This is an optimization exercise on Yosys and OpenROAD, whose aim is small area, not a production implementation. In this exercise RTL edits were held to simulation tests only and were not proved equivalent to the original. Power figures rest on the tool's default switching activity, not on a simulated workload.

## oak
Design tank_game_top, start of the top module:
module tank_game_top
#(
    parameter int TICK_CYCLES = 200
) (
    input  wire         clk_100mhz,
    input  wire         rst,
    input  wire         press,
    input  wire         move_btn,
    input  wire         shoot_btn,
    input  wire [1:0]   dir_in,
    input  wire         spawn_valid,
    input  wire [9:0]   spawn_x,
    input  wire [9:0]   spawn_y,
    output logic        running,
    output logic [9:0]  player_x,
    output logic [9:0]  player_y,
    output logic [1:0]  player_dir,
    output logic [$clog2(8 + 1) - 1:0] bullet_count,
    output logic [$clog2(4 + 1) - 1:0] target_count,
    output logic [4*4 - 1:0]          score
);
Size: ~1,100 cells after synthesis, ~240 flip-flops, about 74 I/O pins, about 0.0095 sq mm of cells after synthesis.
Settings: LEC_CHECK=0, CAP_MARGIN=20, CORE_MARGIN=2, CORE_UTILIZATION=60, SLEW_MARGIN=20; clock period 10.0 ns.
standard.sh (not shown) runs the stock make flow with config.mk's settings and CLKGATE_MAP_FILE= SYNTH_SCRIPT=/design/flow/synth_recipe.tcl, a recipe that flattens the netlist after the stock synthesis.
==> flow/flow/run.sh <==
#!/bin/bash
# Layout flow: the standard flow, except that
#  - synthesis maps the logic between the flip-flops with an area-oriented
#    ABC script (flow/area.abc) instead of ORFS's delay-oriented one, and
#    leaves adders to ABC (no full/half-adder cell extraction). Flip-flop
#    mapping and names, flattening and renaming are the standard
#    synthesis's, so the registers are the standard synthesis's;
#  - the clock tree is built with the options in flow/cts_args.
set -euo pipefail
work=$(pwd)

# ORFS scripts with only the ABC script replaced
rm -rf "$work/scripts_area"
cp -r "$FLOW_HOME/scripts" "$work/scripts_area"
cp "$work/flow/area.abc" "$work/scripts_area/abc_speed.script"

# synthesis: standard.sh's make command with the copied scripts
sed 's|^make -C |make SCRIPTS_DIR='"$work"'/scripts_area ADDER_MAP_FILE= -C |' standard.sh > standard_area.sh
grep -q "SCRIPTS_DIR=$work/scripts_area" standard_area.sh
bash standard_area.sh synth > synth.log 2>&1

# the rest of the standard layout, with the clock tree options in flow/cts_args
export CTS_ARGS="$(cat "$work/flow/cts_args")"
bash standard.sh finish > layout.log 2>&1
==> flow/flow/area.abc <==
strash
dch
map -a
mfs2
strash
dch
map -a
mfs2
strash
dch
map -a
topo
stime -c
==> flow/flow/cts_args <==
-sink_clustering_enable -repair_clock_nets -sink_clustering_size 18 -sink_clustering_max_diameter 80 -buf_list sky130_fd_sc_hd__clkbuf_8 -root_buf sky130_fd_sc_hd__clkbuf_8 -tree_buf sky130_fd_sc_hd__clkbuf_8 -dont_use_dummy_load
[inputs] pine vs oak
--- a/flow/design.v
+++ b/flow/design.v
@@ -101,19 +101,19 @@
     logic [7:0] ph;
     logic [7:4] ph_hi;
     logic [3:0] ph_lo;
     logic [7:0] ph_inc;
     logic       ph_end;
     logic       first;
     logic       block;
     logic       step;
-    assign ph     = {ph_hi, ph_lo};
+    assign ph     = running ? {ph_hi, ph_lo} : 8'd0;
     assign ph_inc = inc8(ph);
-    assign ph_end = running & ph[7] & ph[6] & ph[2] & ph[1] & ph[0];
+    assign ph_end = ph[7] & ph[6] & ph[2] & ph[1] & ph[0];
     always_ff @(posedge clk_100mhz) begin
         if (rst || !running || ph_end) ph_hi <= '0;
         else                           ph_hi <= ph_inc[7:4];
         if (rst || ph_end || (!running && ph_lo[3]))
             ph_lo <= '0;
         else if (running)
             ph_lo <= ph_inc[3:0];
         else
Results
Of oak and pine, the lower ratio of total power to cell area belongs to pine. pine vs oak — mean number of vias per cell dropped about 1.5%. Diff pine..oak | area share of buffers outside the clock network | negligible. oak -> pine: final cell count flat. Looking at worst-case register-to-register setup slack across oak and pine, the one that comes out lower is pine. Looking at ratio of final minimum period to clock period, pine sits above oak.

Setup of PW:
Another version of the RTL of tank_game_top (not shown whole).
Size: roughly 250 flip-flops, ~74 I/O pins, about 9800 um^2 of cells after synthesis.
export LEC_CHECK = 0
export CAP_MARGIN = 20
export CORE_MARGIN = 2
export CORE_UTILIZATION = 60
export SLEW_MARGIN = 20
create_clock -name core_clock -period 10.0 [get_ports {clk_100mhz}]
Scripts as last shown in full above: flow/flow/run.sh, flow/flow/area.abc, flow/flow/cts_args
Inputs modified between PW and TR:
--- a/flow/design.v
+++ b/flow/design.v
@@ -49,12 +49,20 @@
         c = 1'b1;
         for (int i = 0; i < 6; i++) begin
             step6[i] = a[i] ^ c;
             c = c & (a[i] ^ dn);
         end
     endfunction
+    function automatic logic [5:0] step6c(input logic [5:0] a, input logic dn, input logic cin);
+        logic c;
+        c = cin;
+        for (int i = 0; i < 6; i++) begin
+            step6c[i] = a[i] ^ c;
+            c = c & (a[i] ^ dn);
+        end
+    endfunction
     function automatic logic [4:0] step5(input logic [4:0] a, input logic dn);
         logic c;
         c = 1'b1;
         for (int i = 0; i < 5; i++) begin
             step5[i] = a[i] ^ c;
             c = c & (a[i] ^ dn);
@@ -134,18 +142,14 @@
             pdir    <= 2'd1;
             wr_req  <= 1'b0;
         end else begin
             if (btn_edge[0]) running <= 1'b1;
             if (running && btn_edge[1]) begin
                 pdir <= dir_s1;
-                case (dir_s1)
-                    2'd0: if (px != 6'd0)  px <= step6(px, 1'b1);
-                    2'd1: if (px != 6'd57) px <= step6(px, 1'b0);
-                    2'd2: if (py != 6'd0)  py <= step6(py, 1'b1);
-                    default: if (py != 6'd42) py <= step6(py, 1'b0);
-                endcase
+                px <= step6c(px, ~dir_s1[0], !dir_s1[1] && px != (dir_s1[0] ? 6'd57 : 6'd0));
+                py <= step6c(py, ~dir_s1[0],  dir_s1[1] && py != (dir_s1[0] ? 6'd42 : 6'd0));
             end
             if (wr_gnt) wr_req <= 1'b0;
             else if (running && btn_edge[2] && !(&valid) && mok) wr_req <= 1'b1;
         end
     end
     always_ff @(posedge clk_100mhz) begin
@@ -183,14 +187,14 @@
     end
     assign {hd, hy, hx} = ring[0];
     logic [7:0] valid_rot;
     assign valid_rot = {valid[6:0], valid[7]};
     assign hv = valid_rot[ph[2:0]];
     always_comb begin
-        nx = hd[1] ? hx : step6(hx, ~hd[0]);
-        ny = hd[1] ? step6(hy, ~hd[0]) : hy;
+        nx = hd[1] ? hx : step6c(hx, ~hd[0], step);
+        ny = hd[1] ? step6c(hy, ~hd[0], step) : hy;
         case (hd)
             2'd0: leaves = hx == 6'd63;
             2'd1: leaves = hx == 6'd58;
             2'd2: leaves = hy == 6'd63;
             default: leaves = hy == 6'd43;
         endcase
@@ -211,13 +215,13 @@
     end
     always_ff @(posedge clk_100mhz) begin
         for (int p = 0; p < 8; p++) begin
             if (p % 2 == 0 && ins_sel[p / 2])
                 ring[p] <= {wr_dir, wr_y, wr_x};
             else if (p == 7)
-                ring[p] <= step ? {hd, ny, nx} : ring[0];
+                ring[p] <= {hd, ny, nx};
             else
                 ring[p] <= ring[p + 1];
         end
     end
     always_ff @(posedge clk_100mhz) begin
         if (rst) begin
==> comparison <==
For TR and PW, there was not a single run that failed to finish clean.
Delta (TR minus PW): first-iteration DRC count decreased by 9.4% relative to the old numbers; number of cells traversed by the worst register-to-register path increased by about 13% relative to the old numbers.
Max maximum frequency from static timing analysis across TR and PW: PW
On setup slack after layout, PW beats TR.
Compared with PW, number of ordinary and repair buffers in the finished layout in TR increased slightly.
TR ended with less wire length on met1 than PW.
| sequential cell power | PW vs TR | ≈ equal |
Comparing TR with PW, the fraction of area in non-clock buffers came out essentially unchanged.

[what the ideal ports hide]
How much do the figures lean on ideal ports? The routed layouts below were timed once more, with nothing changed but the port constraints. Step 1: set_driving_cell puts a clkbuf_16 on clk_100mhz and a buf_2 on each other input, an assumption about the parent block. Step 2, shift: input delay + t, output delay - t, t = (earliest + latest rising clock arrival at the registers) / 2. This alone moves slack from input paths to output paths. Three values: ideal ports, drivers, drivers and shift; two values: the first two.
run	t (ns)	slack for setup (ns)	hold WS [ns]	pins driven straight from the clock port
oak	0.541	4.553 / 4.553 / 4.553	0.313 / 0.313 / 0.313	1
pine	0.519	3.920 / 3.920 / 3.920	0.331 / 0.331 / 0.331	1
PW	0.530	4.450 / 4.450 / 4.450	0.334 / 0.334 / 0.334	1
TR	0.534	4.328 / 4.328 / 4.328	0.331 / 0.331 / 0.331	1
After both steps every run listed still meets setup and hold.
